This design comes from an exercise in tuning for small area on the open sky130 flow, not from production work. The RTL was checked by simulation tests, not by an equivalence proof against the original design. Power figures rest on the tool's default switching activity, not on a simulated workload.

--- flow/design.v ---
module dm_oai22 (
  input  logic a1, a2, b1, b2,
  output logic y
);
  assign y = ~((a1 | a2) & (b1 | b2));
endmodule
module dm_predec (
  input  logic [7:0]  addr,
  input  logic        we,
  output logic [15:0] lo,
  output logic [15:0] lo_n,
  output logic [15:0] hi,
  output logic [15:0] hiw_n
);
  always_comb begin
    for (int i = 0; i < 16; i++) begin
      lo[i]    = (addr[3:0] == i[3:0]);
      lo_n[i]  = ~lo[i];
      hi[i]    = (addr[7:4] == i[3:0]);
      hiw_n[i] = ~(hi[i] & we);
    end
  end
endmodule
module dm_nand2 (
  input  logic a, b,
  output logic y
);
  assign y = ~(a & b);
endmodule
module dm_nor2 (
  input  logic a, b,
  output logic y
);
  assign y = ~(a | b);
endmodule
module dm_rdl12 (
  input  logic [15:0] pn,
  output logic        y
);
  assign y = ~&{~|pn[3:0], ~|pn[7:4], ~|pn[11:8], ~|pn[15:12]};
endmodule
module dm_rdfin (
  input  logic [3:0] a,
  input  logic       phase,
  input  logic       rd,
  output logic       y
);
  assign y = rd & ((&a) ^ phase);
endmodule
module dm_rdout (
  input  logic [127:0] pn,
  input  logic         phase,
  input  logic         rd,
  output logic         y
);
  logic [7:0]  n2;
  logic [3:0]  a3;
  for (genvar i = 0; i < 8; i++) begin : g_l12
    dm_rdl12 u (.pn(pn[16*i +: 16]), .y(n2[i]));
  end
  for (genvar i = 0; i < 4; i++) begin : g_l3
    dm_nor2 u (.a(n2[2*i]), .b(n2[2*i+1]), .y(a3[i]));
  end
  dm_rdfin u_fin (.a(a3), .phase(phase), .rd(rd), .y(y));
endmodule
module data_mem #(
  parameter int W = 8,
  parameter int A = 8
) (
  input  logic         clk,
  input  logic         reset,
  input  logic [A-1:0] DataAddress,
  input  logic         ReadMem,
  input  logic         WriteMem,
  input  logic [W-1:0] DataIn,
  output logic [W-1:0] DataOut
);
  localparam int DEPTH = 1 << A;
  logic [W-1:0] mem_core [DEPTH];
  logic         phase_m  [1];
  logic [DEPTH-1:0][W-1:0] q, d;
  for (genvar r = 0; r < DEPTH; r++) begin : g_q
    assign q[r] = mem_core[r];
  end
  logic phase;
  assign phase = phase_m[0];
  logic [DEPTH-1:0][A-1:0] row_idx;
  logic                    phase_idx;
  for (genvar r = 0; r < DEPTH; r++) begin : g_idx
    assign row_idx[r] = r;
  end
  assign phase_idx = 1'b0;
  always_ff @(posedge clk) begin
    if (phase) phase_m[phase_idx] <= 1'b0;
    else       phase_m[phase_idx] <= 1'b1;
  end
  logic we;
  assign we = WriteMem & ~reset;
  logic [15:0] lo, lo_n, hi, hiw_n;
  dm_predec u_pre (.addr(DataAddress), .we(we), .lo(lo), .lo_n(lo_n), .hi(hi),
                   .hiw_n(hiw_n));
  logic [DEPTH-1:0] seln, wr;
  for (genvar r = 0; r < DEPTH; r++) begin : g_dec
    dm_nand2 u_sel (.a(hi[r/16]), .b(lo[r%16]), .y(seln[r]));
    dm_nor2  u_wr  (.a(hiw_n[r/16]), .b(lo_n[r%16]), .y(wr[r]));
  end
  logic [W-1:0] wcol;
  assign wcol = (DataIn ^ {W{phase}}) | {W{~we}};
  for (genvar r = 0; r < DEPTH; r++) begin : g_row
    for (genvar b = 0; b < W; b++) begin : g_bit
      dm_oai22 u_st (.a1(q[r][b]), .a2(wr[r]), .b1(seln[r]), .b2(wcol[b]), .y(d[r][b]));
    end
  end
  always_ff @(posedge clk) begin
    for (int r = 0; r < DEPTH; r++) mem_core[row_idx[r]] <= d[r];
  end
  for (genvar b = 0; b < W; b++) begin : g_rd
    logic [127:0] pn;
    for (genvar g = 0; g < 128; g++) begin : g_pair
      dm_oai22 u_rd (.a1(seln[2*g]), .a2(q[2*g][b]), .b1(seln[2*g+1]), .b2(q[2*g+1][b]),
                     .y(pn[g]));
    end
    dm_rdout u_out (.pn(pn), .phase(phase), .rd(ReadMem), .y(DataOut[b]));
  end
endmodule
--- flow/constraint.sdc ---
create_clock -name core_clock -period 8.0 [get_ports {clk}]
set_input_delay 1.6000 -clock core_clock [delete_from_list [all_inputs] [get_ports {clk}]]
set_output_delay 1.6000 -clock core_clock [all_outputs]
set_load 0.01 [all_outputs]
--- flow/run.sh ---
#!/bin/bash
# synth_recipe.tcl (not shown) runs the flow's synth.tcl, then flattens the netlist and writes it again
# the make line also repeats each setting of config.mk as NAME=value (left out here)
make -C /OpenROAD-flow-scripts/flow DESIGN_CONFIG=/design/flow/config.mk WORK_HOME=/design/flow/orfs CLKGATE_MAP_FILE= SYNTH_SCRIPT=/design/flow/synth_recipe.tcl finish
--- flow/config.mk ---
export PLATFORM = sky130hd
export DESIGN_NAME = data_mem
export DESIGN_NICKNAME = data_mem
export VERILOG_FILES = /design/flow/design.v
export SDC_FILE = /design/flow/constraint.sdc
export NUM_CORES = 4
export LEC_CHECK = 0
export CAP_MARGIN = 0
export CORE_MARGIN = 2
export CORE_UTILIZATION = 75
export CTS_CLUSTER_DIAMETER = 80
export CTS_CLUSTER_SIZE = 28
export GPL_TIMING_DRIVEN = 0
export SETUP_SLACK_MARGIN = 0.35
export SLEW_MARGIN = 0
export SYNTH_HIERARCHICAL = 1
==> key figures <==
Outcome
  • Status: complete, no violations

Yosys
  • Top cell type's share of synthesized area: a little over three fifths
  • FF+latch count, synth: about 2,000
  • Syn Std Cell Area: 65,100 um2
  • Top cells by area, synth: dfxtp_1, o22ai_1, nor4_1, nor2_1, nand2_1
  • Post-synth cell types: 21
  • Cell taking the most area after synthesis: dfxtp_1
  • Mean post-synth cell area: approximately 11 um2
  • Post-Syn Instances: 6,134
  • FFs w/ async S/R, synth: 0%
  • Number of synthesized flops with an enable pin: 0
  • Number of synthesis warnings: 8
  • Seq/Total Area, Yosys: 63.0%
  • Syn nets: between 6,000 and 7,000
  • Ys flop type: dfxtp_1

Placement
  • Pre-CTS WS: -0.678 ns
  • Post-DP Area: ~69,000 um2
  • Post-DP HPWL: 138 mm
  • # port buffers: 27
  • Placed instance count: approximately 7,400
  • GPL Wtd Cong: 0.927

Clock network
  • Hold_buf cts: 0
  • Skew-Pair Late Insertion Delay: approximately 0.71 ns
  • TritonCTS clock tree: built
  • CTS sink cnt: approximately 2,000
  • H-tree levels: 3
  • Num CTS Buffers: a little over 80
  • Root Driver: clkbuf_16
  • Clock Tree Buf Depth: 3
  • Worst-path clk slew: ~0.10 ns

Route
  • Wire per inst: 29.1 um
  • DRC: 0
  • Vias: around 60,000
  • Via/cell ratio: ~8
  • Post-route ant nets: 0
  • DRT iter0 DRCs: around 9,000
  • First-pass DRT Iterations: 9
  • WL final: ~220 mm

Global routing
  • Largest net degree at the start of global routing: 75
  • Overall routing resource usage: 46.0%
  • GRT overflow: 0
  • Initial antenna violation count: 6
  • Vias in the first global route: between 50,000 and 60,000
  • First-pass GRT wire length: 323 mm

Floorplan
  • Die ar.: roughly 89,000 um2
  • Die height: 299 um
  • Ports: 28
  • Core area: 86,300 um2
  • Initial Util: about three quarters
  • Die Wd: approximately 300 um
  • # rows: about 110

STA
  • Crit path time final: about 8 ns
  • Final setup skew: just under 0.02 ns
  • Worst setup slack after layout: about 0.022 ns
  • Unrepaired setup endpoints after global routing: yes
  • Pins Over Slew Limit: 0
  • Final Hold Violating Endpoints: 0
  • Tcrit/Tclk final: 99.7%
  • Relative max-transition margin: ~22%
  • Max Freq: 125 MHz
  • Setup violators final: 0
  • Worst-Margin Slew: about 1.2 ns

Power
  • Max VDD drop: 0.000238 V
  • Power Total: between 15 and 20 mW
  • Pwr/cell area: roughly 230 nW/um2
  • Leakage power: roughly 26 nW

Setup path
  • Top Family by Delay on Critical Path: simple AND/OR/NAND/NOR gates
  • CP startpoint kind: primary input
  • Data required, critical path: 6.40 ns
  • Setup CP Type: primary input to output pin
  • CP peak stage delay: 0.89 ns
  • Arrival @ worst endpoint: approximately 6.4 ns
  • CP endpoint kind: output pin
  • Worst R2R Path Depth: 7
  • Critical Path, Cell by Cell: clkdlybuf4s50_1, buf_2, nand2b_1, nor2_4, nand2_1, o22ai_1, nor4_1, nand4_1, nor2_1, nand4_1, mux2i_2, clkdlybuf4s50_1
  • Worst Path Buf+Inv: 3
  • Slowest stage cell, crit path: nor4_1
  • Crit Path Max Fanout: 16
  • WP depth: 12

Final layout
  • Nets: 6,353
  • Register area: roughly 40,000 um2
  • Fill cell count: about 5,000
  • Util after Layout: a little over four fifths
  • Layout area overhead: 10.4%
  • Multi-input logic area: 25,100 um2
  • Non-filler instance count after layout: around 7,500
  • Layout cells sized above 1: between 6 and 7%
  • Final instance area: ~72,000 um2
  • Most common cell after layout, fill and taps aside: o22ai_1
  • Commonest cells after routing, fill and taps aside: o22ai_1, dfxtp_1, nor2_1, nor4_1, nand2_1

Min path
  • Hold depth: 1
  • HP Class: flip-flop to flip-flop

Job
  • Max Cap Viol: 0
state kept, by name, indices dropped and copies added, names as in the netlist:
register	cells
mem_core	2048
phase_m	1
where the power goes:
| part | switching, mW | internal [mW] | total [mW] |
|---|---|---|---|
| clock | 3.05 | 2.00 | 5.05 |
| combinational | 0.580 | 0.355 | 0.935 |
| sequential | 0.226 | 10.6 | 10.8 |
worst register-to-register path, delay by kind of cell, from the launching register on:
kind | cells | cell delay [ns]
AO/OA/AOI/OAI | 1 | 0.31
buffers and inverters | 4 | 1.29
XOR/XNOR | 1 | 0.13
AND/OR/NAND/NOR | 1 | 0.44
flip-flops | 1 | 1.02
kinds of logic (layout without fill, tap and decap cells):
| logic type | count (synthesis) | after routing | share of synthesized area (%) |
|---|---|---|---|
| AOI/OAI and AO/OA | 3072 | 3072 | 29.5 |
| xor gates and xnor gates | 8 | 8 | 0.108 |
| buffers and inverters | 13 | 216 | 0.133 |
| DFF | 2049 | 2049 | 63.0 |
| muxes | 8 | 8 | 0.123 |
| other | 0 | 3 | 0 |
| and+or+nand+nor | 984 | 985 | 7.12 |
modules after synthesis, one instance, submodules excluded, a selection:
module / copies in the design / cells / cell area, um2 / flip-flops and latches
dm_nor2: 288 / 1 / 3.75 / 0
dm_oai22: 3072 / 1 / 6.26 / 0
dm_rdl12: 64 / 5 / 31.3 / 0
dm_nand2: 256 / 1 / 3.75 / 0
data_mem: 1 / 2069 / 41100 / 2049
dm_rdfin: 8 / 4 / 26.3 / 0
dm_predec: 1 / 97 / 493 / 0
cells in the mapped netlist (3+ instances only):
cell type / instances
buf_2: 3
buf_4: 5
dfxtp_1: 2049
inv_1: 3
mux2i_1: 8
nand2_1: 296
nand2b_1: 16
nand3_1: 10
nand4_1: 73
nor2_1: 308
nor2b_1: 5
nor3_1: 12
nor4_1: 257
o22ai_1: 3072
xnor2_1: 8
timing repair:
action | in CTS | in global routing
setup buffers | 1 | 4
gates resized for setup | 60 | 146
setup endpoints to repair | 8 | 8
cloned | 0 | 1
pin swaps | 1 | 5
hold endpoints to repair | 0 | 0
through the flow:
stage / TNS (ns) / hold slack (ns)
floorplan: 0 / 0.422
finish: 0 / 0.448
CTS: 0 / 0.451
global route: 0 / 0.456
global placement: -5536.11 / 0.429
detailed placement: -4.76 / 0.437
final cells by class:
| type | instances | area share (%) |
|---|---|---|
| Antenna cell | 3 | 0.0104 |
| Buffer | 10 | 0.104 |
| Clock buffer | 89 | 3.10 |
| Clock inverter | 1 | 0.0418 |
| Inverter | 3 | 0.0226 |
| Multi-Input combinational cell | 4073 | 34.9 |
| Sequential cell | 2049 | 57.1 |
| Tap cell | 1155 | 2.01 |
| Timing Repair Buffer | 113 | 2.69 |
worst paths after layout:
kind	from	to	slack (ns)
max	DataAddress[7]	DataOut[5]	0.02
min	mem_core[1][686]	mem_core[1][686]	0.45
max reg2reg	phase_m[0]	mem_core[1][494]	4.66
min reg2reg	mem_core[1][686]	mem_core[1][686]	0.45
per-layer routing:
| layer | up-vias | routed length [um] | track usage (%) |
|---|---|---|---|
| met2 | 4336 | 91900 | 66.6 |
| met5 | - | 24 | 0 |
| met1 | 28700 | 79400 | 62.4 |
| met3 | 1017 | 30300 | 11.7 |
| li1 | 26100 | - | - |
| met4 | 4 | 16300 | 27.9 |

static timing again, ports no longer ideal:
No port has a modelled driver above. Below, the same layout with a new extraction and two added sets of constraints. Step 1: set_driving_cell puts a clkbuf_16 on clk and a buf_2 on each other input, an assumption about the parent block. Step 2 times the ports against the registers' clock, not the clock port: input delays grow and output delays shrink by t, the midpoint of the rising clock arrivals with the driver on. a / b / c = ideal ports / drivers / drivers and shift; a / b = the first two.
shift t [ns]: 0.772
slack for setup (ns): 0.022 / -0.157 / -0.157
worst setup path at the end: input to output
Met with ideal ports but missed after step 2: setup timing in this run. The setup slack of this run moves by -0.179 ns with the drivers and by -0.179 ns with both steps.
